This is an optimization exercise on Yosys and OpenROAD, whose aim is small area, a short achievable clock period and few clock cycles per item, not a production implementation.
Where RTL was checked, it was by simulation tests only, not by an equivalence proof against the original.
No functional check of the RTL was part of run 5.

==> flow/design.v (outline; a module is shown in full before it is edited, if it fits) <==
// module dft_booth_enc: 12 lines
// module dft_twiddle_cmul: 880 lines
// module dft_group_scaler: 127 lines
// module dft_bk_add: 41 lines
// module dft_butterfly: 15 lines
// module dft_credit_buffer: 81 lines
// module dft_stage: 42 lines
module dft_stage (
    input  logic          clk_i,
    input  logic          rst_n_i,
    input  logic          in_valid_i,
    input  logic [127:0]  in_group_i,
    input  logic [79:0]   twiddles_i,
    output logic          in_credit_o,
    output logic          out_valid_o,
    output logic [127:0]  out_group_o,
    input  logic          out_credit_i
);
  // ...
==> flow/flow/run.sh <==
#!/bin/bash
set -euo pipefail
MARGIN=6.5
sed 's|"\${@:-finish}"|SETUP_SLACK_MARGIN='"$MARGIN"' "${@:-finish}"|' standard.sh > standard_margin.sh
grep -q "SETUP_SLACK_MARGIN=$MARGIN" standard_margin.sh
bash standard_margin.sh finish > flow.log 2>&1
==> flow/standard.sh <==
#!/bin/bash
# synth_recipe.tcl (not shown) runs the flow's synth.tcl, then flattens the netlist and writes it again
# the make line also repeats each setting of config.mk as NAME=value (left out here)
make -C /OpenROAD-flow-scripts/flow DESIGN_CONFIG=/design/flow/config.mk WORK_HOME=/design/flow/orfs CLKGATE_MAP_FILE= SYNTH_SCRIPT=/design/flow/synth_recipe.tcl "${@:-finish}"
==> flow/config.mk <==
export PLATFORM = sky130hd
export DESIGN_NAME = dft_stage
export DESIGN_NICKNAME = dft_stage
export VERILOG_FILES = /design/flow/design.v
export SDC_FILE = /design/flow/constraint.sdc
export NUM_CORES = 4
export LEC_CHECK = 0
export CAP_MARGIN = 20
export CORE_MARGIN = 2
export CORE_UTILIZATION = 50
export SLEW_MARGIN = 20
==> flow/constraint.sdc <==
create_clock -name core_clock -period 10.0 [get_ports {clk_i}]
set_input_delay 2.0000 -clock core_clock [delete_from_list [all_inputs] [get_ports {clk_i}]]
set_output_delay 2.0000 -clock core_clock [all_outputs]
set_load 0.01 [all_outputs]
==> summary.md, run 1 <==
| Metric | Value |
|---|---|
| Result of the run | `timing/DRC/antenna clean` |
| H-tree level count | `4` |
| Multiplexer share of the synthesized area | `0.0392` |
| Clock transition at the registers of the reported paths | `around 0.06 ns` |
| Die Width | `386 um` |
| Reg-to-Reg End | `i_scaler.m_b_q[57]` |
| Post-synth EDFFs | `728` |
| Synthesis-to-layout area growth | `15.1%` |
| Number of DRC violations after detailed routing | `0` |
| Multi-input gate area | `36400 um^2` |
| Net count after synthesis | `7131` |
| Share of the synthesized area in the top cell type | `0.299` |
| Post-synthesis instance total | `6034` |
| Most common flop cell mapped by yosys | `edfxtp_1` |
| Reg2Reg Setup Slack | `6.29 ns` |
| Number of antenna violations at the first check in global routing | `17` |
| Top Family by Delay on Critical Path | `adder cells` |
| Source of the critical timing path | `i_scaler.cs_q[0][81]` |
| Number of distinct standard cells referenced by the synthesized netlist | `64` |
| Fraction of standard cell area in multi-input logic | `0.433` |
| Met2 global-route usage | `0.388` |
| Maximum cell stage delay along the critical path | `0.59 ns` |
| Global routing usage summed across all routing layers | `0.255` |
| Clk root buf | `clkbuf_16` |
| Number of hold-slack violations in the final timing report | `0` |
| Number of buffers on the longest clock path | `3` |
| Iteration-0 DRC count of the detailed router | `~3800` |
Testbench counts, summed over its fixed seeds: cycles 2,088, items 2,048.
==> module dft_group_scaler, before the edit <==
module dft_group_scaler (
    input  logic           clk_i,
    input  logic           rst_n_i,
    input  logic           in_valid_i,
    input  logic [127:0]   in_group_i,
    input  logic [79:0]    twiddles_i,
    input  logic           hold_i,
    output logic           valid_o,
    output logic [59:0]    ha_o,
    output logic [59:0]    hb_o
);
    logic odd_q;        
    logic odd_arr;
    logic even_arr;
    logic [2:0] v_q;    
    logic [2:0] o_q;    
    assign odd_arr  = in_valid_i & odd_q;
    assign even_arr = in_valid_i & ~odd_q;
    always_ff @(posedge clk_i or negedge rst_n_i) begin
        if (!rst_n_i) begin
            odd_q <= 1'b0;
            v_q   <= '0;
            o_q   <= '0;
        end else begin
            if (in_valid_i) odd_q <= ~odd_q;
            v_q <= {v_q[1:0], in_valid_i};
            o_q <= {o_q[1:0], odd_arr};
        end
    end
    logic [119:0] enc;
    for (genvar k = 0; k < 4; k++) begin : g_enc
        dft_booth_enc i_enc_re (.t_i(twiddles_i[20*k+10 +: 10]), .enc_o(enc[30*k+15 +: 15]));
        dft_booth_enc i_enc_im (.t_i(twiddles_i[20*k +: 10]),    .enc_o(enc[30*k +: 15]));
    end
    logic [123:0] in_a;
    logic [123:0] in_b;
    logic [123:0] t_a_q;    
    logic [123:0] t_b_q;    
    assign in_a = {in_group_i[0*32 +: 32], enc[0*30 +: 30], in_group_i[2*32 +: 32], enc[2*30 +: 30]};
    assign in_b = {in_group_i[1*32 +: 32], enc[1*30 +: 30], in_group_i[3*32 +: 32], enc[3*30 +: 30]};
    always_ff @(posedge clk_i) begin
        if (odd_arr) t_b_q <= in_b;
        t_a_q <= odd_arr ? in_a : t_b_q;
    end
    logic [55:0] e_a_q;
    logic [55:0] e_b1_q;
    logic [55:0] e_b2_q;
    logic [55:0] sh_a;
    logic [55:0] sh_b;
    assign sh_a = {in_group_i[0*32+18 +: 14], in_group_i[0*32+2 +: 14],
                   in_group_i[2*32+18 +: 14], in_group_i[2*32+2 +: 14]};
    assign sh_b = {in_group_i[1*32+18 +: 14], in_group_i[1*32+2 +: 14],
                   in_group_i[3*32+18 +: 14], in_group_i[3*32+2 +: 14]};
    always_ff @(posedge clk_i) begin
        if (even_arr) begin
            e_a_q  <= sh_a;
            e_b1_q <= sh_b;
        end
        e_b2_q <= e_b1_q;
    end
    logic [149:0] cs_d [2];
    logic [149:0] cs_q [2];
    logic [59:0]  prod;
    for (genvar l = 0; l < 2; l++) begin : g_mul
        logic [61:0] op;
        logic [24:0] re_sum;
        logic [24:0] im_sum;
        assign op = t_a_q[123 - 62*l -: 62];
        dft_twiddle_cmul i_cmul (
            .s_re   (op[61:46]),
            .s_im   (op[45:30]),
            .enc_re (op[29:15]),
            .enc_im (op[14:0]),
            .re_r0  (cs_d[l][149:125]),
            .re_r1  (cs_d[l][124:100]),
            .re_r2  (cs_d[l][99:75]),
            .im_r0  (cs_d[l][74:50]),
            .im_r1  (cs_d[l][49:25]),
            .im_r2  (cs_d[l][24:0])
        );
        always_ff @(posedge clk_i) begin
            cs_q[l] <= cs_d[l];
        end
        logic [24:0] re_x, re_y, im_x, im_y;
        logic [24:0] re_a, re_b, re_c, im_a, im_b, im_c;
        assign re_a = cs_q[l][149:125];
        assign re_b = cs_q[l][124:100];
        assign re_c = cs_q[l][99:75];
        assign im_a = cs_q[l][74:50];
        assign im_b = cs_q[l][49:25];
        assign im_c = cs_q[l][24:0];
        assign re_x = re_a ^ re_b ^ re_c;
        assign re_y = {(re_a[23:0] & re_b[23:0]) | (re_a[23:0] & re_c[23:0]) | (re_b[23:0] & re_c[23:0]), 1'b0};
        assign im_x = im_a ^ im_b ^ im_c;
        assign im_y = {(im_a[23:0] & im_b[23:0]) | (im_a[23:0] & im_c[23:0]) | (im_b[23:0] & im_c[23:0]), 1'b0};
        dft_bk_add #(.W(25)) i_re_add (.a_i(re_x), .b_i(re_y), .ci_i(1'b0), .s_o(re_sum));
        dft_bk_add #(.W(25)) i_im_add (.a_i(im_x), .b_i(im_y), .ci_i(1'b0), .s_o(im_sum));
        assign prod[59 - 30*l -: 30] = {re_sum[24:10], im_sum[24:10]};
    end
    logic [59:0] ev_a;
    logic [59:0] ev_b;
    for (genvar k = 0; k < 4; k++) begin : g_widen
        assign ev_a[15*k +: 15] = {e_a_q[14*k+13], e_a_q[14*k +: 14]};
        assign ev_b[15*k +: 15] = {e_b2_q[14*k+13], e_b2_q[14*k +: 14]};
    end
    logic [59:0] m_a_q;
    logic [59:0] m_a2_q;
    logic [59:0] m_b_q;
    logic        m_valid_q;
    always_ff @(posedge clk_i) begin
        m_a_q <= o_q[1] ? prod : ev_a;
        if (!hold_i) begin
            m_b_q  <= o_q[2] ? prod : ev_b;
            m_a2_q <= m_a_q;
        end
    end
    always_ff @(posedge clk_i or negedge rst_n_i) begin
        if (!rst_n_i) begin
            m_valid_q <= 1'b0;
        end else if (!hold_i) begin
            m_valid_q <= v_q[2];
        end
    end
    assign valid_o = m_valid_q;
    assign ha_o    = m_a2_q;
    assign hb_o    = m_b_q;
endmodule
==> inputs of run 2 (changes only) <==
--- a/flow/design.v
+++ b/flow/design.v
@@ -933,7 +933,7 @@
     assign in_a = {in_group_i[0*32 +: 32], enc[0*30 +: 30], in_group_i[2*32 +: 32], enc[2*30 +: 30]};
     assign in_b = {in_group_i[1*32 +: 32], enc[1*30 +: 30], in_group_i[3*32 +: 32], enc[3*30 +: 30]};
     always_ff @(posedge clk_i) begin
-        if (odd_arr) t_b_q <= in_b;
+        t_b_q <= in_b;
         t_a_q <= odd_arr ? in_a : t_b_q;
     end
     logic [55:0] e_a_q;
@@ -943,13 +943,11 @@
     logic [55:0] sh_b;
     assign sh_a = {in_group_i[0*32+18 +: 14], in_group_i[0*32+2 +: 14],
                    in_group_i[2*32+18 +: 14], in_group_i[2*32+2 +: 14]};
-    assign sh_b = {in_group_i[1*32+18 +: 14], in_group_i[1*32+2 +: 14],
-                   in_group_i[3*32+18 +: 14], in_group_i[3*32+2 +: 14]};
+    assign sh_b = {t_b_q[123 -: 14], t_b_q[107 -: 14],
+                   t_b_q[61 -: 14],  t_b_q[45 -: 14]};
     always_ff @(posedge clk_i) begin
-        if (even_arr) begin
-            e_a_q  <= sh_a;
-            e_b1_q <= sh_b;
-        end
+        if (even_arr) e_a_q <= sh_a;
+        e_b1_q <= sh_b;
         e_b2_q <= e_b1_q;
     end
     logic [149:0] cs_d [2];
--- a/flow/config.mk
+++ b/flow/config.mk
@@ -7,5 +7,5 @@
 export LEC_CHECK = 0
 export CAP_MARGIN = 20
 export CORE_MARGIN = 2
-export CORE_UTILIZATION = 50
+export CORE_UTILIZATION = 60
 export SLEW_MARGIN = 20
==> run 2 against run 1 <==
  * Still clean on timing, DRC and antenna
  * Register-to-register slack barely moved
  * Via count shrank 0.41%
  * Worst setup slack improved by 0.0092 ns
  * Worst hold slack got worse by 0.013 ns
  * Sequential share of layout area decreased by 0.97 points
  * Clock skew down 0.018 ns
  * First-iteration DRC count up 22%
  * Non-clock buffer count down 23
  * Flip-flop and latch count unchanged
  * Utilization rose by 11 points
  * Critical endpoint is now i_scaler.m_b_q[12]
  * Highest routed layer unchanged
==> summary.md, run 2 <==
| Metric | Value |
|---|---|
| Result of the run | `timing/DRC/antenna clean` |
| Average cell area after synthesis | `11.8 um^2` |
| Portion of the post-synthesis area used by sequential elements | `0.440` |
| Flip-flop count of the largest register after layout | `296` |
| Number of DRC violations after detailed routing | `0 (unchanged)` |
| Global routing usage summed across all routing layers | `0.301 (+0.0462)` |
| Total routed wirelength | `181 mm` |
| Leading cell type by number of instances after synthesis | `inv_1` |
| Clock tree from TritonCTS | `built` |
| Register with the highest flop count | `i_scaler.cs_q` |
| Number of global-route vias before repair | `45500` |
| Top cells by area in the synthesized netlist | `edfxtp_1, dfxtp_1, fa_1, xnor2_1, a22oi_1` |
| Die outline area | `roughly 120000 um^2` |
| Slew at the pin closest to its max-slew limit | `1.14 ns` |
| Slowest library cell on the worst path | `fa_1` |
| Commonest non-fill, non-tap cell in the layout | `inv_1` |
| Element type at the critical path start | `register` |
| Die Width | `349 um (-9.7%)` |
| Share of the synthesized area in the top cell type | `0.231 (-0.0685)` |
| Die Ht | `roughly 350 um` |
| Util after Layout | `0.690` |
| Number of distinct standard cells referenced by the synthesized netlist | `71 (+11%)` |
| Number of cells after detailed placement | `7569` |
| Most common flop cell mapped by yosys | `dfxtp_1` |
| Sum of negative setup slack | `0 ns` |
| Vias/cell | `5.78` |
| Clock buffer count from CTS | `134` |
| Biggest regs | `i_scaler.cs_q x296, i_buffer.mem_q x248` |
| Final GP Congestion | `a little under 0.9` |
| Clock latency on the worst-skew pair | `0.78 ns` |
| Share of layout cells above drive strength 1 | `0.112` |
| Final min period | `roughly 3.7 ns` |
| Critical Path Sink Type | `register` |
| Crit path kind | `register to register` |
| Cell accounting for the most synthesized area | `edfxtp_1` |
| Sum of net half-perimeters after detailed placement | `~130 mm` |
| Post-synthesis instance total | `6039 (+0.083%)` |
| Pre-CTS worst setup slack | `5.64 ns` |
| Via total after detailed routing | `45400` |
| Fin Clk Skew | `about 0.020 ns` |
| Slew HR | `0.242` |
| Netlist Area Pre-Place | `~71000 um^2` |
| Async set or reset register ratio after synthesis | `0.0194` |
| Achievable Freq | `270 MHz` |
| Synthesis-to-layout area growth | `14.3%` |
| Slack of the critical path | `6.30 ns` |
| Cell occurring most often along the worst timing path | `fa_1` |
| Initial core utilization | `0.604` |
| Ratio of final minimum period to clock period | `0.370` |
| Number of hold-slack violations in the final timing report | `0 (unchanged)` |
| Worst Path Required | `10.53 ns` |
| Routed wire per std cell | `23.1 um` |
| Net count after synthesis | `7136 (+0.070%)` |
| Remaining number of nets flagged by the antenna check after routing | `0` |
| FF+latch count, synth | `roughly 1300` |
| Fin. max-slew vios | `0` |
| Total I/O pin count | `342` |
| Maximum cell stage delay along the critical path | `0.53 ns (-0.06 ns)` |
| Maximum fanout count along the critical path | `2` |
| Leading cell types in the layout, fill and taps excluded | `inv_1, dfxtp_1, a22oi_1` |
| Post-synth EDFFs | `548 (-25%)` |
| Iteration-0 DRC count of the detailed router | `4629 (+22%)` |
| Core Footprint | `118000 um^2` |
| Clock transition at the registers of the reported paths | `0.06 ns (about the same)` |
| H-tree level count | `4 (unchanged)` |
| Final setup viols | `0` |
| Number of antenna violations at the first check in global routing | `21 (+4)` |
| Arr. time, crit path | `roughly 4.2 ns` |
| Yosys warning count | `11` |
| Row cnt | `126` |
| Worst hold path type | `register to register` |
| MaxCap Viol Count | `0` |
| Crit-path cells | `inv_2 > fa_1 > inv_1 > ha_1 > nand4_1 > o32a_1 > nor3_4 > o211ai_2 > and2_4 > o31a_1 > o21bai_1 > fa_1 > mux2_4` |
| Most frequent cells after synthesis | `inv_1, dfxtp_1, fa_1` |
| Wire length of the first global-routing pass | `roughly 280 mm` |
| Global route total overflow | `0` |
| Non-filler cells, final | `about 7900` |
| Number of nets in the layout | `7300` |
| Reg2Reg Setup Slack | `6.30 ns (about the same)` |
| Count of filler cells inserted in the layout | `8804` |
| Number of detailed-routing iterations run before antenna repair | `6` |
| Unrepaired setup endpoints after global routing | `yes` |
| Clock sink count | `1289` |
| Maximum number of pins on one net before global-route repair | `225` |
| Port bufs | `341` |
| Clk root buf | `clkbuf_16` |
| Number of buffers on the longest clock path | `3 (unchanged)` |
==> run 2: area by class of cell <==
class,count,area (um^2),share of cell area
antenna,6,15.0,0.000184
inverter,750,2830,0.0347
clock buffer,186,3890,0.0477
timing repair buffer,468,4280,0.0525
tap,1536,1920,0.0236
clock inverter,63,791,0.00970
multi-input combinational,3560,36300,0.445
sequential,1289,31500,0.387
==> run 2: timing repair <==
item,in CTS,in global routing
resized for setup,253,107
hold buffers,0,0
buffers inserted,20,13
endpoints found under the hold margin,0,0
pin swaps,51,52
endpoints found under the setup margin,328,288
==> run 2: metrics by stage <==
step / hold WS (ns) / instance area [um^2]
after floorplan: 0.310 / 71400
after global placement: 0.310 / 75800
after detailed placement: 0.312 / 75800
after CTS: 0.316 / 81000
after global routing: 0.325 / 81500
final: 0.314 / 81500
==> run 2: logic make-up (layout without fill, tap and decap cells) <==
family | after synthesis | after routing | share of synthesized area
and+or+nand+nor | 484 | 484 | 0.0324
muxes | 265 | 265 | 0.0398
xor gates and xnor gates | 808 | 808 | 0.0992
buffers and inverters | 1190 | 1467 | 0.0628
other | 0 | 6 | 0
AOI/OAI and AO/OA | 1115 | 1115 | 0.107
adders and majority gates | 888 | 888 | 0.219
DFF | 1289 | 1289 | 0.440
==> run 2: metal layers <==
| metal | GRT usage | vias to the layer above | wire [um] | part of all wire |
|---|---|---|---|---|
| met4 | 0.104 | 16 | 5910 | 0.033 |
| met1 | 0.436 | 22600 | 79100 | 0.44 |
| met5 | 0 | - | 124 | 0.00068 |
| li1 | - | 20500 | - | - |
| met3 | 0.0531 | 345 | 13900 | 0.077 |
| met2 | 0.460 | 1977 | 82200 | 0.45 |
==> run 2: worst max-delay path, delay by kind of cell (launching register included) <==
kind	cells	cell delay, ns
fa+ha+maj	3	1.26
compound gates	4	1.02
simple gates	3	0.51
flops	1	0.32
mux	1	0.27
buf+inv	2	0.07
==> run 2: final timing paths <==
path                                      start                  to  cells past startpoint
max reg2reg                i_scaler.cs_q[1][52]  i_scaler.m_b_q[12]                     13
max in group asynchronous               rst_n_i  i_buffer.sink_q[2]                      2
min in group asynchronous               rst_n_i     i_scaler.o_q[2]                      2
min reg2reg                  i_scaler.e_b1_q[0]  i_scaler.e_b2_q[0]                      0
max                        i_scaler.cs_q[1][52]  i_scaler.m_b_q[12]                     13
min                          i_scaler.e_b1_q[0]  i_scaler.e_b2_q[0]                      0
Testbench counts of run 2, summed over its fixed seeds: cycles 2,088, items 2,048.
==> module dft_butterfly, before the edit <==
module dft_butterfly (
    input  logic [59:0] pair_i,
    output logic [31:0] sum_o,
    output logic [31:0] diff_o
);
    logic [15:0] x_re, x_im, y_re, y_im;
    assign x_re = {pair_i[59], pair_i[59:45]};
    assign x_im = {pair_i[44], pair_i[44:30]};
    assign y_re = {pair_i[29], pair_i[29:15]};
    assign y_im = {pair_i[14], pair_i[14:0]};
    dft_bk_add #(.W(16)) i_sum_re  (.a_i(x_re), .b_i(y_re),  .ci_i(1'b0), .s_o(sum_o[31:16]));
    dft_bk_add #(.W(16)) i_sum_im  (.a_i(x_im), .b_i(y_im),  .ci_i(1'b0), .s_o(sum_o[15:0]));
    dft_bk_add #(.W(16)) i_diff_re (.a_i(x_re), .b_i(~y_re), .ci_i(1'b1), .s_o(diff_o[31:16]));
    dft_bk_add #(.W(16)) i_diff_im (.a_i(x_im), .b_i(~y_im), .ci_i(1'b1), .s_o(diff_o[15:0]));
endmodule
==> inputs of run 3 (changes only) <==
--- a/flow/design.v
+++ b/flow/design.v
@@ -973,20 +973,8 @@
         always_ff @(posedge clk_i) begin
             cs_q[l] <= cs_d[l];
         end
-        logic [24:0] re_x, re_y, im_x, im_y;
-        logic [24:0] re_a, re_b, re_c, im_a, im_b, im_c;
-        assign re_a = cs_q[l][149:125];
-        assign re_b = cs_q[l][124:100];
-        assign re_c = cs_q[l][99:75];
-        assign im_a = cs_q[l][74:50];
-        assign im_b = cs_q[l][49:25];
-        assign im_c = cs_q[l][24:0];
-        assign re_x = re_a ^ re_b ^ re_c;
-        assign re_y = {(re_a[23:0] & re_b[23:0]) | (re_a[23:0] & re_c[23:0]) | (re_b[23:0] & re_c[23:0]), 1'b0};
-        assign im_x = im_a ^ im_b ^ im_c;
-        assign im_y = {(im_a[23:0] & im_b[23:0]) | (im_a[23:0] & im_c[23:0]) | (im_b[23:0] & im_c[23:0]), 1'b0};
-        dft_bk_add #(.W(25)) i_re_add (.a_i(re_x), .b_i(re_y), .ci_i(1'b0), .s_o(re_sum));
-        dft_bk_add #(.W(25)) i_im_add (.a_i(im_x), .b_i(im_y), .ci_i(1'b0), .s_o(im_sum));
+        assign re_sum = cs_q[l][149:125] + cs_q[l][124:100] + cs_q[l][99:75];
+        assign im_sum = cs_q[l][74:50] + cs_q[l][49:25] + cs_q[l][24:0];
         assign prod[59 - 30*l -: 30] = {re_sum[24:10], im_sum[24:10]};
     end
     logic [59:0] ev_a;
@@ -1018,47 +1006,6 @@
     assign hb_o    = m_b_q;
 endmodule
 `timescale 1ns/10ps
-module dft_bk_add #(
-    parameter int W = 16
-) (
-    input  logic [W-1:0] a_i,
-    input  logic [W-1:0] b_i,
-    input  logic         ci_i,
-    output logic [W-1:0] s_o
-);
-    localparam int L = $clog2(W);
-    logic [W-1:0] p0;
-    logic [W-1:0] g0;
-    logic [W-1:0] gs [2*L];
-    logic [W-1:0] ps [2*L];
-    assign p0 = a_i ^ b_i;
-    assign g0 = a_i & b_i;
-    assign gs[0] = {g0[W-1:1], g0[0] | (p0[0] & ci_i)};
-    assign ps[0] = p0;
-    for (genvar l = 0; l < L; l++) begin : g_up
-        for (genvar i = 0; i < W; i++) begin : g_bit
-            if ((i + 1) % (1 << (l + 1)) == 0) begin : g_op
-                assign gs[l+1][i] = gs[l][i] | (ps[l][i] & gs[l][i-(1<<l)]);
-                assign ps[l+1][i] = ps[l][i] & ps[l][i-(1<<l)];
-            end else begin : g_pass
-                assign gs[l+1][i] = gs[l][i];
-                assign ps[l+1][i] = ps[l][i];
-            end
-        end
-    end
-    for (genvar l = L - 2; l >= 0; l--) begin : g_down
-        for (genvar i = 0; i < W; i++) begin : g_bit
-            if ((i + 1) % (1 << (l + 1)) == (1 << l) && i >= (1 << (l + 1))) begin : g_op
-                assign gs[2*L-1-l][i] = gs[2*L-2-l][i] | (ps[2*L-2-l][i] & gs[2*L-2-l][i-(1<<l)]);
-                assign ps[2*L-1-l][i] = ps[2*L-2-l][i] & ps[2*L-2-l][i-(1<<l)];
-            end else begin : g_pass
-                assign gs[2*L-1-l][i] = gs[2*L-2-l][i];
-                assign ps[2*L-1-l][i] = ps[2*L-2-l][i];
-            end
-        end
-    end
-    assign s_o = p0 ^ {gs[2*L-1][W-2:0], ci_i};
-endmodule
 module dft_butterfly (
     input  logic [59:0] pair_i,
     output logic [31:0] sum_o,
@@ -1069,10 +1016,8 @@
     assign x_im = {pair_i[44], pair_i[44:30]};
     assign y_re = {pair_i[29], pair_i[29:15]};
     assign y_im = {pair_i[14], pair_i[14:0]};
-    dft_bk_add #(.W(16)) i_sum_re  (.a_i(x_re), .b_i(y_re),  .ci_i(1'b0), .s_o(sum_o[31:16]));
-    dft_bk_add #(.W(16)) i_sum_im  (.a_i(x_im), .b_i(y_im),  .ci_i(1'b0), .s_o(sum_o[15:0]));
-    dft_bk_add #(.W(16)) i_diff_re (.a_i(x_re), .b_i(~y_re), .ci_i(1'b1), .s_o(diff_o[31:16]));
-    dft_bk_add #(.W(16)) i_diff_im (.a_i(x_im), .b_i(~y_im), .ci_i(1'b1), .s_o(diff_o[15:0]));
+    assign sum_o  = {x_re + y_re, x_im + y_im};
+    assign diff_o = {x_re - y_re, x_im - y_im};
 endmodule
 `timescale 1ns/10ps
 module dft_credit_buffer (
==> flow/flow/run.sh (replaced) <==
#!/bin/bash
set -euo pipefail
MARGIN=6.6
sed 's|"\${@:-finish}"|SETUP_SLACK_MARGIN='"$MARGIN"' "${@:-finish}"|' standard.sh > standard_margin.sh
grep -q "SETUP_SLACK_MARGIN=$MARGIN" standard_margin.sh
bash standard_margin.sh finish > flow.log 2>&1
==> run 3 against run 2 <==
  * Critical path depth stayed put
  * Worst setup slack better by 0.30 ns
  * Die area is 1.8% higher
  * Critical path type unchanged
  * Largest cell class unchanged
==> summary.md, run 3 <==
| Metric | Value |
|---|---|
| Die Ht | `352 um (+0.91%)` |
| Number of detailed-routing iterations run before antenna repair | `6 (unchanged)` |
| Total I/O pin count | `342 (unchanged)` |
| Number of global-route vias before repair | `47900 (+5.4%)` |
| Unrepaired setup endpoints after global routing | `yes` |
| Clock transition at the registers of the reported paths | `0.06 ns (about the same)` |
| Number of nets in the layout | `7583 (+3.9%)` |
| MaxCap Viol Count | `0 (unchanged)` |
| Worst hold path type | `register to register` |
| Final setup viols | `0 (unchanged)` |
| Post-synthesis instance total | `6414 (+6.2%)` |
| WHS Path Cells | `0 (unchanged)` |
| Clock sink count | `1289 (unchanged)` |
| Number of buffers on the longest clock path | `3 (unchanged)` |
| Met1 track demand over resource | `0.430 (-0.00603)` |
| Most common flop cell mapped by yosys | `dfxtp_1` |
| Core Footprint | `120000 um^2 (+1.6%)` |
| Start of the worst register-to-register path | `i_scaler.cs_q[0][54]` |
| Reg2Reg Setup Slack | `6.60 ns (+0.30 ns)` |
| Met3 Track Usage GR | `0.0536 (+0.000509)` |
| Most frequent cells after synthesis | `inv_1, xnor2_1, dfxtp_1` |
| Remaining number of nets flagged by the antenna check after routing | `0 (unchanged)` |
| Synthesis-to-layout area growth | `12.5%` |
| Number of antenna violations at the first check in global routing | `16 (-24%)` |
| Placed inst area | `77300 um^2 (+1.9%)` |
| Global routing usage summed across all routing layers | `0.301 (about the same)` |
| Portion of the post-synthesis area used by sequential elements | `0.432 (-0.00798)` |
| Via total after detailed routing | `47800 (+5.2%)` |
| Netlist Area Pre-Place | `72700 um^2 (+1.8%)` |
| Met2 global-route usage | `0.469 (+0.00901)` |
| Critical Path Sink Type | `register` |
| Post-synth EDFFs | `548 (unchanged)` |
| Crit path kind | `register to register` |
| Non-filler cells, final | `8274 (+5.3%)` |
| Number of DRC violations after detailed routing | `0 (unchanged)` |
| Number of cells after detailed placement | `8014 (+5.9%)` |
| Leading cell type by number of instances after synthesis | `inv_1` |
| Clock tree from TritonCTS | `built` |
| Iteration-0 DRC count of the detailed router | `4188 (-9.5%)` |
| Worst Path Required | `10.51 ns (-0.02 ns)` |
| Net count after synthesis | `7443 (+4.3%)` |
| Arr. time, crit path | `3.91 ns (-0.32 ns)` |
| Element type at the critical path start | `register` |
| Async set or reset register ratio after synthesis | `0.0194 (unchanged)` |
| Port bufs | `341 (unchanged)` |
| Fin Clk Skew | `0.0295 ns (+0.00952 ns)` |
| FF+latch count, synth | `1289 (unchanged)` |
| Sum of negative setup slack | `0 ns (unchanged)` |
| Ratio of final minimum period to clock period | `0.340 (-0.0300)` |
| Commonest non-fill, non-tap cell in the layout | `inv_1` |
| Fin Hold WS | `0.321 ns (+0.00736 ns)` |
| Maximum fanout count along the critical path | `4 (+2)` |
| Slew at the pin closest to its max-slew limit | `1.16 ns (+0.0214 ns)` |
| Fin. max-slew vios | `0 (unchanged)` |
| Number of hold-slack violations in the final timing report | `0 (unchanged)` |
| Row cnt | `127 (+0.79%)` |
| Routed wire per std cell | `22.5 um (-2.3%)` |
| Number of distinct standard cells referenced by the synthesized netlist | `74 (+4.2%)` |
| Clock buffer count from CTS | `134 (unchanged)` |
| Wire length of the first global-routing pass | `288 mm (+3.9%)` |
| Vias/cell | `5.78 (about the same)` |
| Share of the synthesized area in the top cell type | `0.226 (-0.00418)` |
| Achievable Freq | `294 MHz (+8.8%)` |
| Worst r2r path cells | `13 (unchanged)` |
| Global route total overflow | `0 (unchanged)` |
| Total routed wirelength | `186 mm (+2.9%)` |
| GRT busiest layer | `met2` |
| Initial core utilization | `0.606 (+0.00146)` |
| Top cells by area in the synthesized netlist | `edfxtp_1, dfxtp_1, fa_1, xnor2_1, a22oi_1` |
| Final min period | `3.40 ns (-0.300 ns)` |
| Die Width | `352 um (+0.91%)` |
| Count of hold-fix buffers inserted at cts | `0 (unchanged)` |
| Register with the highest flop count | `i_scaler.cs_q` |
| Flip-flop count of the largest register after layout | `296 (unchanged)` |
| Share of layout cells above drive strength 1 | `0.116 (+0.00391)` |
| Clk root buf | `clkbuf_16` |
| Leading cell types in the layout, fill and taps excluded | `inv_1, xnor2_1, dfxtp_1` |
| Slew HR | `0.227 (-0.0143)` |
| Average cell area after synthesis | `11.3 um^2 (-4.1%)` |
| Area of all placed cells without fillers | `81800 um^2 (+0.28%)` |
| Hold path endpoint | `i_scaler.e_b2_q[4]` |
| H-tree level count | `4 (unchanged)` |
| Reg-to-Reg End | `i_scaler.m_b_q[39]` |
| Result of the run | `timing/DRC/antenna clean` |
| Yosys warning count | `5 (-6)` |
| Clock latency on the worst-skew pair | `0.77 ns (about the same)` |
| Cell accounting for the most synthesized area | `edfxtp_1` |
| Critical hold path startpoint | `i_scaler.e_b1_q[4]` |
| Count of filler cells inserted in the layout | `9142 (+3.8%)` |
| Die outline area | `124000 um^2 (+1.8%)` |
| Final GP Congestion | `0.896 (+2.6%)` |
| Maximum number of pins on one net before global-route repair | `87 (-61%)` |
| Biggest regs | `i_scaler.cs_q x296, i_buffer.mem_q x248` |
| Sum of net half-perimeters after detailed placement | `129 mm (+3.5%)` |
==> run 3: cell count changes after synthesis, sizes merged, moves of 16 or more <==
cell / change
nor2: +128
mux2: +41
a211oi: -16
nor3: +25
xor2: -110
o21a: +48
fa: -88
ha: +20
xnor2: +185
nand2b: +21
a21oi: +63
==> run 3: worst max path at each step <==
stage | startpoint | end | slack [ns] | cells after the start
after detailed placement | in_valid_i | i_scaler.t_a_q[43] | 4.67 | 5
final | i_scaler.cs_q[0][54] | i_scaler.m_b_q[39] | 6.60 | 13
after global routing | i_scaler.cs_q[0][54] | i_scaler.m_b_q[39] | 6.48 | 13
after CTS | i_scaler.cs_q[0][5] | i_scaler.m_b_q[39] | 6.52 | 11
after floorplan | i_buffer.valid_q | i_scaler.m_a2_q[0] | 4.52 | 2
after global placement | in_valid_i | i_scaler.t_a_q[43] | 4.74 | 5
==> run 3: worst max-delay path, cell delays in order (launching register included) <==
cell       delay, ns
dfxtp_2         0.32
inv_1           0.05
fa_1            0.55
inv_2           0.05
ha_4            0.17
a2111oi_4       0.36
nor3_2          0.11
a211oi_2        0.23
buf_4           0.18
nor3_2          0.08
or3b_1          0.40
a31oi_1         0.21
xnor2_1         0.13
mux2_2          0.32
==> run 3: cell type report <==
cell class              count  area (um^2)  area share
multi-input cells        3927        37300       0.456
flip-flops and latches   1289        31500       0.386
repair buffers            459         3820      0.0467
clock buffers             194         3780      0.0463
inverters                 742         2810      0.0344
well taps                1612         2020      0.0247
clock inverters            43          498     0.00609
diodes                      7         17.5    0.000214
repair inverters            1         8.76    0.000107
==> run 3: stage by stage <==
stage          worst slack [ns]   util
2_1_floorplan              4.52      -
3_3_place_gp               4.74  0.644
3_5_place_dp               4.67  0.644
4_1_cts                    6.52  0.679
5_1_grt                    6.48  0.681
6_report                   6.60  0.681
==> run 3: what timing repair did <==
| item | in CTS | in global routing |
|---|---|---|
| buffers inserted | 6 | 8 |
| cloned | 2 | 0 |
| pin swaps | 14 | 27 |
| endpoints found under the setup margin | 429 | 268 |
| resized for setup | 497 | 146 |
==> run 3: cell families after synthesis <==
kind of cell | Yosys count | synth area share
xor gates and xnor gates | 883 | 0.106
adders and majority gates | 817 | 0.194
DFF | 1289 | 0.432
and+or+nand+nor | 643 | 0.0403
AOI/OAI and AO/OA | 1276 | 0.119
muxes | 307 | 0.0456
buffers and inverters | 1199 | 0.0622
==> run 3: per-layer routing <==
metal	up-vias	wire, um
li1	21800	-
met3	319	14800
met1	23800	81200
met5	-	87
met2	1908	85100
met4	12	5280
Testbench counts of run 3, summed over its fixed seeds: cycles 2,088, items 2,048.
==> inputs of run 4 (changes only) <==
==> flow/flow/run.sh (replaced) <==
#!/bin/bash
set -euo pipefail
MARGIN=6.7
sed 's|"\${@:-finish}"|SETUP_SLACK_MARGIN='"$MARGIN"' "${@:-finish}"|' standard.sh > standard_margin.sh
grep -q "SETUP_SLACK_MARGIN=$MARGIN" standard_margin.sh
bash standard_margin.sh finish > flow.log 2>&1
--- a/flow/config.mk
+++ b/flow/config.mk
@@ -8,4 +8,5 @@
 export CAP_MARGIN = 20
 export CORE_MARGIN = 2
 export CORE_UTILIZATION = 60
+export CTS_CLUSTER_SIZE = 30
 export SLEW_MARGIN = 20
==> run 4 against run 3 <==
  * Still clean
  * Synthesized cell count stayed put
  * Register-to-register slack better by 0.02 ns
  * Sequential share of layout area fell by 0.43 points
  * Critical path type unchanged
  * Critical endpoint unchanged
==> summary.md, run 4 <==
| Metric | Value |
|---|---|
| Worst Path Required | `10.52 ns (about the same)` |
| Vias/cell | `5.76 (-0.29%)` |
| Number of nets in the layout | `7613 (+0.40%)` |
| Async set or reset register ratio after synthesis | `0.0194 (unchanged)` |
| MaxCap Viol Count | `0 (unchanged)` |
| Flip-flop and latch area | `31600 um^2 (+0.13%)` |
| Global route total overflow | `0 (unchanged)` |
| Synthesis-to-layout area growth | `13.9%` |
| Number of DRC violations after detailed routing | `0 (unchanged)` |
| Leading cell types in the layout, fill and taps excluded | `inv_1, xnor2_1, dfxtp_1` |
| Clock sink count | `1289 (unchanged)` |
| Final min period | `3.38 ns (-0.0203 ns)` |
| Final GP Congestion | `0.913 (+1.9%)` |
| Achievable Freq | `296 MHz (+0.60%)` |
| Crit path kind | `register to register` |
| Top cells by area in the synthesized netlist | `edfxtp_1, dfxtp_1, fa_1, xnor2_1, a22oi_1` |
| Slew at the pin closest to its max-slew limit | `1.14 ns (-0.0194 ns)` |
| Crit-path cells | `fa_1 > ha_4 > a2111oi_4 > nor3_2 > a211oi_2 > buf_4 > nor3_4 > or3b_1 > a31oi_1 > xnor2_1 > mux2_4` |
| Routed wire per std cell | `22.6 um (+0.25%)` |
| WP buf/inv | `1 (-2)` |
| Register with the highest flop count | `i_scaler.cs_q` |
| Core Footprint | `120000 um^2 (unchanged)` |
| Result of the run | `timing/DRC/antenna clean` |
| Total I/O pin count | `342 (unchanged)` |
| Slowest library cell on the worst path | `fa_1` |
| Count of hold-fix buffers inserted at cts | `0 (unchanged)` |
| Via total after detailed routing | `48000 (+0.31%)` |
| Number of cells after detailed placement | `8012 (-0.025%)` |
| Initial core utilization | `0.606 (unchanged)` |
| Netlist Area Pre-Place | `72700 um^2 (unchanged)` |
| Number of distinct standard cells referenced by the synthesized netlist | `74 (unchanged)` |
| Row cnt | `127 (unchanged)` |
| Number of buffers on the longest clock path | `3 (unchanged)` |
| Average cell area after synthesis | `11.3 um^2 (unchanged)` |
| Flip-flop count of the largest register after layout | `296 (unchanged)` |
| Post-synth EDFFs | `548 (unchanged)` |
| Maximum cell stage delay along the critical path | `0.58 ns (+0.03 ns)` |
| Fin. max-slew vios | `0 (unchanged)` |
| Post-synthesis instance total | `6414 (unchanged)` |
| Die outline area | `124000 um^2 (unchanged)` |
| Number of antenna violations at the first check in global routing | `15 (-1)` |
| Most frequent cells after synthesis | `inv_1, xnor2_1, dfxtp_1` |
| Clock latency on the worst-skew pair | `0.79 ns (+0.02 ns)` |
| Sum of net half-perimeters after detailed placement | `129 mm (-0.20%)` |
| Element type at the critical path start | `register` |
| Arr. time, crit path | `3.90 ns (about the same)` |
| Wire length of the first global-routing pass | `289 mm (+0.28%)` |
| Number of detailed-routing iterations run before antenna repair | `7 (+1)` |
| Port bufs | `341 (unchanged)` |
| Portion of the post-synthesis area used by sequential elements | `0.432 (unchanged)` |
| Clock buffer count from CTS | `136 (+1.5%)` |
| Die Ht | `352 um (unchanged)` |
| Ratio of final minimum period to clock period | `0.338 (-0.00203)` |
| Most common flop cell mapped by yosys | `dfxtp_1` |
| Total routed wirelength | `188 mm (+0.85%)` |
| Slew HR | `0.240 (+0.0130)` |
| Util after Layout | `0.690 (+0.00865)` |
| Final setup viols | `0 (unchanged)` |
| FF+latch count, synth | `1289 (unchanged)` |
| Cell accounting for the most synthesized area | `edfxtp_1` |
| Worst hold path type | `register to register` |
| Count of filler cells inserted in the layout | `8983 (-1.7%)` |
| Non-filler cells, final | `8324 (+0.60%)` |
| Commonest non-fill, non-tap cell in the layout | `inv_1` |
| Clock transition at the registers of the reported paths | `0.06 ns (about the same)` |
| Number of global-route vias before repair | `48200 (+0.51%)` |
| Biggest regs | `i_scaler.cs_q x296, i_buffer.mem_q x248` |
| Yosys warning count | `5 (unchanged)` |
| Net count after synthesis | `7443 (unchanged)` |
| Remaining number of nets flagged by the antenna check after routing | `0 (unchanged)` |
| H-tree level count | `4 (unchanged)` |
| Top Family by Delay on Critical Path | `adder cells` |
| Share of the synthesized area in the top cell type | `0.226 (unchanged)` |
| Multi-input gate area | `37600 um^2 (+0.80%)` |
| Critical Path Sink Type | `register` |
| Sum of negative setup slack | `0 ns (unchanged)` |
| Iteration-0 DRC count of the detailed router | `4470 (+6.7%)` |
| Unrepaired setup endpoints after global routing | `yes` |
| Maximum fanout count along the critical path | `4 (unchanged)` |
| Die Width | `352 um (unchanged)` |
| Leading cell type by number of instances after synthesis | `inv_1` |
| Number of hold-slack violations in the final timing report | `0 (unchanged)` |
| Global routing usage summed across all routing layers | `0.303 (+0.00149)` |
| Clock tree from TritonCTS | `built` |
| Share of layout cells above drive strength 1 | `0.131 (+0.0155)` |
| Fin Clk Skew | `0.0264 ns (-0.00313 ns)` |
| Maximum number of pins on one net before global-route repair | `84 (-3.4%)` |
| Clk root buf | `clkbuf_16` |
==> run 4: cells by family (layout without fill, tap and decap cells) <==
logic type	after synthesis	after routing	synth area share
flops	1289	1289	0.432
simple gates	643	644	0.0403
mux	307	307	0.0456
other cells	0	12	0
xor+xnor	883	883	0.106
compound gates	1276	1276	0.119
buf+inv	1199	1484	0.0622
fa+ha+maj	817	817	0.194
==> run 4: worst reg2reg max path, stage by stage (launching register included) <==
cell,delay [ns]
dfxtp_2,0.32
fa_1,0.58
ha_4,0.23
a2111oi_4,0.36
nor3_2,0.10
a211oi_2,0.22
buf_4,0.19
nor3_4,0.06
or3b_1,0.41
a31oi_1,0.23
xnor2_1,0.13
mux2_4,0.29
==> run 4: layout make-up <==
type	instances	share of cell area
timing repair buffer	488	0.0510
sequential	1289	0.381
tap	1612	0.0244
multi-input combinational	3927	0.454
antenna	12	0.000363
clock inverter	72	0.00919
inverter	742	0.0341
clock buffer	182	0.0459
==> run 4: path summary, 6_finish.rpt <==
| kind | endpoint | cells after the start | slack, ns | startpoint |
|---|---|---|---|---|
| worst min-delay path | i_scaler.e_b2_q[4] | 0 | 0.32 | i_scaler.e_b1_q[4] |
| worst min register to register | i_scaler.e_b2_q[4] | 0 | 0.32 | i_scaler.e_b1_q[4] |
| max in group asynchronous | i_buffer.up_q[2] | 2 | 8.08 | rst_n_i |
| worst max-delay path | i_scaler.m_b_q[39] | 11 | 6.62 | i_scaler.cs_q[0][30] |
| worst max register to register | i_scaler.m_b_q[39] | 11 | 6.62 | i_scaler.cs_q[0][30] |
| min in group asynchronous | i_buffer.sink_q[1] | 2 | 1.60 | rst_n_i |
==> run 4: layer usage <==
layer,global-route usage,routed length (um),up-vias
met2,0.464,85200,1996
met4,0.101,5300,8
met5,0,58,-
met3,0.0532,14700,332
met1,0.436,82800,23700
li1,-,-,21900
==> run 4: repair_timing <==
action,in CTS,in global routing
setup endpoints to repair,557,420
hold endpoints to repair,0,0
pin swaps,42,51
gates cloned,1,0
setup buffers,12,33
gates resized for setup,682,137
==> run 4: per-stage QoR <==
stage	worst slack, ns	area [um^2]	hold WS [ns]
after floorplan	4.52	72800	0.310
after global placement	4.74	77300	0.310
after detailed placement	4.69	77300	0.312
after CTS	6.59	81900	0.321
after global routing	6.53	82800	0.325
final	6.62	82800	0.323
==> module dft_credit_buffer, before the edit <==
module dft_credit_buffer (
    input  logic           clk_i,
    input  logic           rst_n_i,
    input  logic           in_valid_i,
    input  logic           wr_valid_i,
    input  logic [127:0]   wr_group_i,
    input  logic           out_credit_i,
    output logic           out_valid_o,
    output logic [127:0]   out_group_o,
    output logic           wr_hold_o,
    output logic           in_credit_o
);
    localparam int DEPTH = 4;
    localparam int RING  = DEPTH - 2;
    logic [127:0] mem_q [RING];
    logic         wr_ptr_q;
    logic         rd_ptr_q;
    logic [1:0]   ring_fill_q;   
    logic         head_q;        
    logic [127:0] out_q;
    logic [2:0]   sink_q;        
    logic [2:0]   up_q;          
    logic [3:0]   room_q;
    logic         valid_q;
    logic         pop;
    logic         head_free;     
    logic         to_head;       
    logic         from_ring;     
    logic         ring_wr;
    logic         ring_space;    
    logic         head_next;
    logic [2:0]   sink_next;
    logic [2:0]   up_dec;
    logic [3:0]   room_inc;
    logic         ret;
    assign pop       = valid_q;
    assign head_free = !head_q || pop;
    assign from_ring = head_free && (ring_fill_q != '0);
    assign to_head   = head_free && (ring_fill_q == '0) && wr_valid_i;
    assign ring_space = (ring_fill_q != 2'(RING)) || from_ring;
    assign ring_wr   = wr_valid_i && !to_head && ring_space;
    assign wr_hold_o = wr_valid_i && !to_head && !ring_space;
    assign head_next = (head_q && !pop) || from_ring || to_head;
    assign sink_next = sink_q + 3'(out_credit_i) - 3'(pop);
    assign out_valid_o = valid_q;
    assign out_group_o = out_q;
    assign up_dec   = up_q - 3'(in_valid_i);
    assign room_inc = room_q + 4'(out_credit_i);
    assign ret      = (up_dec != 3'(4)) && (room_inc != '0);
    always_ff @(posedge clk_i) begin
        if (ring_wr) mem_q[wr_ptr_q] <= wr_group_i;
        if (from_ring) begin
            out_q <= mem_q[rd_ptr_q];
        end else if (to_head) begin
            out_q <= wr_group_i;
        end
    end
    always_ff @(posedge clk_i or negedge rst_n_i) begin
        if (!rst_n_i) begin
            wr_ptr_q    <= '0;
            rd_ptr_q    <= '0;
            ring_fill_q <= '0;
            head_q      <= 1'b0;
            valid_q     <= 1'b0;
            sink_q      <= 3'(4);
            up_q        <= 3'(4);
            room_q      <= 4'(DEPTH);
            in_credit_o <= 1'b0;
        end else begin
            if (ring_wr)   wr_ptr_q <= ~wr_ptr_q;
            if (from_ring) rd_ptr_q <= ~rd_ptr_q;
            ring_fill_q <= ring_fill_q + 2'(ring_wr) - 2'(from_ring);
            head_q      <= head_next;
            valid_q     <= head_next && (sink_next != '0);
            sink_q      <= sink_next;
            up_q        <= up_dec + 3'(ret);
            room_q      <= room_inc - 4'(ret);
            in_credit_o <= ret;
        end
    end
endmodule
==> module dft_stage, before the edit <==
module dft_stage (
    input  logic          clk_i,
    input  logic          rst_n_i,
    input  logic          in_valid_i,
    input  logic [127:0]  in_group_i,
    input  logic [79:0]   twiddles_i,
    output logic          in_credit_o,
    output logic          out_valid_o,
    output logic [127:0]  out_group_o,
    input  logic          out_credit_i
);
    logic        h_valid;
    logic        h_hold;
    logic [59:0] ha;
    logic [59:0] hb;
    dft_group_scaler i_scaler (
        .clk_i      (clk_i),
        .rst_n_i    (rst_n_i),
        .in_valid_i (in_valid_i),
        .in_group_i (in_group_i),
        .twiddles_i (twiddles_i),
        .hold_i     (h_hold),
        .valid_o    (h_valid),
        .ha_o       (ha),
        .hb_o       (hb)
    );
    logic [31:0] sum0, diff0, sum1, diff1;
    dft_butterfly i_bf_a (.pair_i(ha), .sum_o(sum0), .diff_o(diff0));
    dft_butterfly i_bf_b (.pair_i(hb), .sum_o(sum1), .diff_o(diff1));
    dft_credit_buffer i_buffer (
        .clk_i        (clk_i),
        .rst_n_i      (rst_n_i),
        .in_valid_i   (in_valid_i),
        .wr_valid_i   (h_valid),
        .wr_hold_o    (h_hold),
        .wr_group_i   ({sum0, sum1, diff0, diff1}),
        .out_credit_i (out_credit_i),
        .out_valid_o  (out_valid_o),
        .out_group_o  (out_group_o),
        .in_credit_o  (in_credit_o)
    );
endmodule
==> inputs of run 5 (changes only) <==
--- a/flow/design.v
+++ b/flow/design.v
@@ -898,7 +898,6 @@
     input  logic           in_valid_i,
     input  logic [127:0]   in_group_i,
     input  logic [79:0]    twiddles_i,
-    input  logic           hold_i,
     output logic           valid_o,
     output logic [59:0]    ha_o,
     output logic [59:0]    hb_o
@@ -906,7 +905,7 @@
     logic odd_q;        
     logic odd_arr;
     logic even_arr;
-    logic [2:0] v_q;    
+    logic [3:0] v_q;    
     logic [2:0] o_q;    
     assign odd_arr  = in_valid_i & odd_q;
     assign even_arr = in_valid_i & ~odd_q;
@@ -917,7 +916,7 @@
             o_q   <= '0;
         end else begin
             if (in_valid_i) odd_q <= ~odd_q;
-            v_q <= {v_q[1:0], in_valid_i};
+            v_q <= {v_q[2:0], in_valid_i};
             o_q <= {o_q[1:0], odd_arr};
         end
     end
@@ -933,7 +932,7 @@
     assign in_a = {in_group_i[0*32 +: 32], enc[0*30 +: 30], in_group_i[2*32 +: 32], enc[2*30 +: 30]};
     assign in_b = {in_group_i[1*32 +: 32], enc[1*30 +: 30], in_group_i[3*32 +: 32], enc[3*30 +: 30]};
     always_ff @(posedge clk_i) begin
-        t_b_q <= in_b;
+        if (odd_arr) t_b_q <= in_b;
         t_a_q <= odd_arr ? in_a : t_b_q;
     end
     logic [55:0] e_a_q;
@@ -943,11 +942,13 @@
     logic [55:0] sh_b;
     assign sh_a = {in_group_i[0*32+18 +: 14], in_group_i[0*32+2 +: 14],
                    in_group_i[2*32+18 +: 14], in_group_i[2*32+2 +: 14]};
-    assign sh_b = {t_b_q[123 -: 14], t_b_q[107 -: 14],
-                   t_b_q[61 -: 14],  t_b_q[45 -: 14]};
+    assign sh_b = {in_group_i[1*32+18 +: 14], in_group_i[1*32+2 +: 14],
+                   in_group_i[3*32+18 +: 14], in_group_i[3*32+2 +: 14]};
     always_ff @(posedge clk_i) begin
-        if (even_arr) e_a_q <= sh_a;
-        e_b1_q <= sh_b;
+        if (even_arr) begin
+            e_a_q  <= sh_a;
+            e_b1_q <= sh_b;
+        end
         e_b2_q <= e_b1_q;
     end
     logic [149:0] cs_d [2];
@@ -986,22 +987,12 @@
     logic [59:0] m_a_q;
     logic [59:0] m_a2_q;
     logic [59:0] m_b_q;
-    logic        m_valid_q;
     always_ff @(posedge clk_i) begin
-        m_a_q <= o_q[1] ? prod : ev_a;
-        if (!hold_i) begin
-            m_b_q  <= o_q[2] ? prod : ev_b;
-            m_a2_q <= m_a_q;
-        end
-    end
-    always_ff @(posedge clk_i or negedge rst_n_i) begin
-        if (!rst_n_i) begin
-            m_valid_q <= 1'b0;
-        end else if (!hold_i) begin
-            m_valid_q <= v_q[2];
-        end
+        m_a_q  <= o_q[1] ? prod : ev_a;
+        m_b_q  <= o_q[2] ? prod : ev_b;
+        m_a2_q <= m_a_q;
     end
-    assign valid_o = m_valid_q;
+    assign valid_o = v_q[3];
     assign ha_o    = m_a2_q;
     assign hb_o    = m_b_q;
 endmodule
@@ -1011,11 +1002,11 @@
     output logic [31:0] sum_o,
     output logic [31:0] diff_o
 );
-    logic [15:0] x_re, x_im, y_re, y_im;
-    assign x_re = {pair_i[59], pair_i[59:45]};
-    assign x_im = {pair_i[44], pair_i[44:30]};
-    assign y_re = {pair_i[29], pair_i[29:15]};
-    assign y_im = {pair_i[14], pair_i[14:0]};
+    logic signed [15:0] x_re, x_im, y_re, y_im;
+    assign x_re = 16'($signed(pair_i[59:45]));
+    assign x_im = 16'($signed(pair_i[44:30]));
+    assign y_re = 16'($signed(pair_i[29:15]));
+    assign y_im = 16'($signed(pair_i[14:0]));
     assign sum_o  = {x_re + y_re, x_im + y_im};
     assign diff_o = {x_re - y_re, x_im - y_im};
 endmodule
@@ -1029,14 +1020,13 @@
     input  logic           out_credit_i,
     output logic           out_valid_o,
     output logic [127:0]   out_group_o,
-    output logic           wr_hold_o,
     output logic           in_credit_o
 );
     localparam int DEPTH = 4;
-    localparam int RING  = DEPTH - 2;
+    localparam int RING  = DEPTH - 1;
     logic [127:0] mem_q [RING];
-    logic         wr_ptr_q;
-    logic         rd_ptr_q;
+    logic [1:0]   wr_ptr_q;
+    logic [1:0]   rd_ptr_q;
     logic [1:0]   ring_fill_q;   
     logic         head_q;        
     logic [127:0] out_q;
@@ -1049,7 +1039,6 @@
     logic         to_head;       
     logic         from_ring;     
     logic         ring_wr;
-    logic         ring_space;    
     logic         head_next;
     logic [2:0]   sink_next;
     logic [2:0]   up_dec;
@@ -1059,9 +1048,7 @@
     assign head_free = !head_q || pop;
     assign from_ring = head_free && (ring_fill_q != '0);
     assign to_head   = head_free && (ring_fill_q == '0) && wr_valid_i;
-    assign ring_space = (ring_fill_q != 2'(RING)) || from_ring;
-    assign ring_wr   = wr_valid_i && !to_head && ring_space;
-    assign wr_hold_o = wr_valid_i && !to_head && !ring_space;
+    assign ring_wr   = wr_valid_i && !to_head;
     assign head_next = (head_q && !pop) || from_ring || to_head;
     assign sink_next = sink_q + 3'(out_credit_i) - 3'(pop);
     assign out_valid_o = valid_q;
@@ -1089,8 +1076,8 @@
             room_q      <= 4'(DEPTH);
             in_credit_o <= 1'b0;
         end else begin
-            if (ring_wr)   wr_ptr_q <= ~wr_ptr_q;
-            if (from_ring) rd_ptr_q <= ~rd_ptr_q;
+            if (ring_wr)   wr_ptr_q <= (wr_ptr_q == 2'(RING - 1)) ? '0 : wr_ptr_q + 1'b1;
+            if (from_ring) rd_ptr_q <= (rd_ptr_q == 2'(RING - 1)) ? '0 : rd_ptr_q + 1'b1;
             ring_fill_q <= ring_fill_q + 2'(ring_wr) - 2'(from_ring);
             head_q      <= head_next;
             valid_q     <= head_next && (sink_next != '0);
@@ -1114,7 +1101,6 @@
     input  logic          out_credit_i
 );
     logic        h_valid;
-    logic        h_hold;
     logic [59:0] ha;
     logic [59:0] hb;
     dft_group_scaler i_scaler (
@@ -1123,7 +1109,6 @@
         .in_valid_i (in_valid_i),
         .in_group_i (in_group_i),
         .twiddles_i (twiddles_i),
-        .hold_i     (h_hold),
         .valid_o    (h_valid),
         .ha_o       (ha),
         .hb_o       (hb)
@@ -1136,7 +1121,6 @@
         .rst_n_i      (rst_n_i),
         .in_valid_i   (in_valid_i),
         .wr_valid_i   (h_valid),
-        .wr_hold_o    (h_hold),
         .wr_group_i   ({sum0, sum1, diff0, diff1}),
         .out_credit_i (out_credit_i),
         .out_valid_o  (out_valid_o),
==> flow/flow/run.sh (replaced) <==
#!/bin/bash
set -euo pipefail
MARGIN=6.5
sed 's|"\${@:-finish}"|SETUP_SLACK_MARGIN='"$MARGIN"' "${@:-finish}"|' standard.sh > standard_margin.sh
grep -q "SETUP_SLACK_MARGIN=$MARGIN" standard_margin.sh
bash standard_margin.sh finish > flow.log 2>&1
--- a/flow/config.mk
+++ b/flow/config.mk
@@ -7,6 +7,5 @@
 export LEC_CHECK = 0
 export CAP_MARGIN = 20
 export CORE_MARGIN = 2
-export CORE_UTILIZATION = 60
-export CTS_CLUSTER_SIZE = 30
+export CORE_UTILIZATION = 50
 export SLEW_MARGIN = 20
==> run 5 against run 4 <==
  * Clock-buffer cell count rose by 21
  * Worst hold slack got worse by 0.0029 ns
  * Still clean on timing, DRC and antenna
  * Via count rose by 7.0%
  * Clock skew fell by 0.0012 ns
  * First-iteration DRC count rose by 3.5%
  * Routed wire length rose by 16%
  * Global-route usage fell by 3.1 points
  * Die area rose by 29%
  * Sequential share of layout area rose by 2.4 points
  * Highest routed layer unchanged
  * Register-to-register slack got worse by 0.05 ns
==> summary.md, run 5 <==
| Metric | Value |
|---|---|
| Net count after synthesis | `7808 (+4.9%)` |
| Clock buffer count from CTS | `151 (+11%)` |
| Element type at the critical path start | `register` |
| Number of buffers on the longest clock path | `3 (unchanged)` |
| Post-synthesis instance total | `6779 (+5.7%)` |
| Number of hold-slack violations in the final timing report | `0 (unchanged)` |
| Iteration-0 DRC count of the detailed router | `4627 (+3.5%)` |
| Cell accounting for the most synthesized area | `edfxtp_1` |
| Portion of the post-synthesis area used by sequential elements | `0.457 (+0.0251)` |
| Util after Layout | `0.569 (-0.121)` |
| Top Family by Delay on Critical Path | `flip-flops` |
| Number of global-route vias before repair | `51000 (+5.9%)` |
| Arr. time, crit path | `1.44 ns (-2.46 ns)` |
| Clock tree from TritonCTS | `built` |
| Achievable Freq | `291 MHz (-1.5%)` |
| Most frequent cells after synthesis | `inv_1, edfxtp_1, xnor2_1` |
| Non-filler cells, final | `9093 (+9.2%)` |
| Final GP Congestion | `0.877 (-3.9%)` |
| Global routing usage summed across all routing layers | `0.271 (-0.0312)` |
| Final min period | `3.44 ns (+0.0529 ns)` |
| Maximum fanout count along the critical path | `1 (-3)` |
| Slew at the pin closest to its max-slew limit | `1.27 ns (+0.134 ns)` |
| Post-synth EDFFs | `732 (+34%)` |
| Total I/O pin count | `342 (unchanged)` |
| Via total after detailed routing | `51300 (+7.0%)` |
| Number of DRC violations after detailed routing | `0 (unchanged)` |
| Wire length of the first global-routing pass | `323 mm (+12%)` |
| Slack of the critical path | `6.56 ns (-0.0529 ns)` |
| Port bufs | `341 (unchanged)` |
| Clk root buf | `clkbuf_16` |
| Biggest regs | `i_buffer.mem_q x372, i_scaler.cs_q x296` |
| Average cell area after synthesis | `11.5 um^2 (+1.9%)` |
| Result of the run | `timing/DRC/antenna clean` |
| Sum of net half-perimeters after detailed placement | `150 mm (+16%)` |
| WP buf/inv | `1 (unchanged)` |
| H-tree level count | `4 (unchanged)` |
| FF+latch count, synth | `1415 (+9.8%)` |
| Flip-flop count of the largest register after layout | `372 (+26%)` |
| Die Width | `400 um (+14%)` |
| Crit path kind | `register to output pin` |
| Clock latency on the worst-skew pair | `0.79 ns (about the same)` |
| Die Ht | `400 um (+14%)` |
| Synthesis-to-layout area growth | `13.3%` |
| Number of cells after detailed placement | `8802 (+9.9%)` |
| Clock transition at the registers of the reported paths | `0.06 ns (about the same)` |
| Pre-CTS worst setup slack | `5.12 ns (+0.433 ns)` |
| Most common flop cell mapped by yosys | `edfxtp_1` |
| Slew HR | `0.151 (-0.0892)` |
| Sum of negative setup slack | `0 ns (unchanged)` |
| Worst Path Required | `8.00 ns (-2.52 ns)` |
| Commonest non-fill, non-tap cell in the layout | `inv_1` |
| Routed wire per std cell | `24.0 um (+6.1%)` |
| Top cells by area in the synthesized netlist | `edfxtp_1, dfxtp_1, fa_1, xnor2_1, a22oi_1` |
| Ratio of final minimum period to clock period | `0.344 (+0.00529)` |
| Initial core utilization | `0.502 (-0.104)` |
| Share of the synthesized area in the top cell type | `0.281 (+0.0545)` |
| Share of layout cells above drive strength 1 | `0.0924 (-0.0390)` |
| Number of nets in the layout | `7932 (+4.2%)` |
| Netlist Area Pre-Place | `78200 um^2 (+7.7%)` |
| Maximum cell stage delay along the critical path | `0.36 ns (-0.22 ns)` |
| Die outline area | `160000 um^2 (+29%)` |
| Clock sink count | `1415 (+9.8%)` |
| Final setup viols | `0 (unchanged)` |
| Worst hold path type | `register to register` |
| Async set or reset register ratio after synthesis | `0.0191 (-0.000314)` |
| Leading cell types in the layout, fill and taps excluded | `inv_1, edfxtp_1, xnor2_1` |
| Count of filler cells inserted in the layout | `13100 (+46%)` |
| Remaining number of nets flagged by the antenna check after routing | `0 (unchanged)` |
| Number of detailed-routing iterations run before antenna repair | `6 (-1)` |
| Critical Path Sink Type | `output pin` |
| Register with the highest flop count | `i_buffer.mem_q` |
| Global route total overflow | `0 (unchanged)` |
| Maximum number of pins on one net before global-route repair | `126 (+50%)` |
| Slowest library cell on the worst path | `edfxtp_1` |
| Unrepaired setup endpoints after global routing | `no` |
| Fin Clk Skew | `0.0252 ns (-0.00116 ns)` |
| Total routed wirelength | `218 mm (+16%)` |
| Leading cell type by number of instances after synthesis | `inv_1` |
| Fin. max-slew vios | `0 (unchanged)` |
| Crit-path cells | `dlygate4sd2_1` |
| Number of distinct standard cells referenced by the synthesized netlist | `76 (+2.7%)` |
| Yosys warning count | `5 (unchanged)` |
| Core Footprint | `156000 um^2 (+30%)` |
| MaxCap Viol Count | `0 (unchanged)` |
| Row cnt | `145 (+14%)` |
| Number of antenna violations at the first check in global routing | `10 (-5)` |
| Vias/cell | `5.64 (-2.1%)` |
## run 5: worst paths after layout
path / startpoint / end / slack [ns] / cells past startpoint
setup / recovery: i_buffer.out_q[72] / out_group_o[72] / 6.56 / 1
hold / removal: i_scaler.m_a_q[51] / i_scaler.m_a2_q[51] / 0.32 / 0
setup reg to reg: i_scaler.t_a_q[75] / i_scaler.cs_q[0][43] / 6.57 / 8
hold reg to reg: i_scaler.m_a_q[51] / i_scaler.m_a2_q[51] / 0.32 / 0
max in group asynchronous: rst_n_i / i_buffer.sink_q[2] / 8.10 / 2
min in group asynchronous: rst_n_i / i_buffer.up_q[0] / 1.59 / 2
## run 5: cell type report
type                       instances  area (um^2)  area share
antenna                            4         10.0    0.000113
clock buffer                     203         4230      0.0477
clock inverter                    78          906      0.0102
inverter                         753         2870      0.0324
multi-input combinational       4131        38000       0.428
sequential                      1415        35900       0.405
tap                             2058         2570      0.0290
timing repair buffer             451         4220      0.0476
## run 5: routing by layer
metal	vias up	track usage	wire length, um
li1	23300	-	-
met5	-	0	30
met4	6	0.0850	6160
met1	25500	0.385	96300
met3	394	0.0490	16900
met2	2062	0.422	98500
## run 5: per-stage QoR
step / hold WS (ns) / instance area, um^2
CTS: 0.321 / 88500
global route: 0.323 / 88700
detailed placement: 0.312 / 83400
finish: 0.320 / 88700
global placement: 0.313 / 83400
floorplan: 0.310 / 78300
## run 5: cells by family (layout without fill, tap and decap cells)
kind of cell             Yosys count  count (layout)  share of synthesized area
XOR/XNOR                         873             873                     0.0977
adder cells (fa/ha/maj)          817             817                      0.180
AO/OA/AOI/OAI                   1396            1396                      0.119
buffers and inverters           1233            1485                     0.0594
multiplexers                     327             327                     0.0450
AND/OR/NAND/NOR                  718             718                     0.0417
other                              0               4                          0
flip-flops                      1415            1415                      0.457
## run 5: repair_timing
item                                   in CTS  in global routing
endpoints found under the hold margin       0                  0
resized for setup                         232                 38
cloned                                      0                  1
hold buffers                                0                  0
pin swaps                                   0                  1
setup endpoints to repair                 446                187
setup buffers                               3                  2

-- afterwards: timing with drivers on the ports --
Ports are ideal in the flow. The routed layouts listed here were re-timed in OpenROAD.
Step 1, drivers: a clkbuf_16 drives clk_i and a buf_2 each remaining input, both assumed.
Step 2, shift: input delay + t, output delay - t, t = (earliest + latest rising clock arrival at the registers) / 2. This alone moves slack from input paths to output paths.
Slacks: ideal ports / drivers / drivers and shift; pairs: ideal ports / drivers.
| run | t (ns) | setup WS [ns] | worst setup path at the end | clock arrival spread, ns |
|---|---|---|---|---|
| run 1 | 0.842 | 6.287 / 6.287 / 5.928 | input to register | 0.039 / 0.040 |
| run 2 | 0.851 | 6.296 / 6.296 / 5.867 | input to register | 0.027 / 0.028 |
| run 3 | 0.837 | 6.596 / 6.571 / 5.959 | input to register | 0.032 / 0.032 |
| run 4 | 0.858 | 6.616 / 6.567 / 6.021 | input to register | 0.030 / 0.030 |
| run 5 | 0.865 | 6.563 / 6.480 / 5.897 | input to register | 0.026 / 0.025 |
After both steps every run listed still meets setup and hold. For run 5, which loses most, drivers alone change the setup slack by -0.083 ns; drivers and shift together by -0.666 ns.
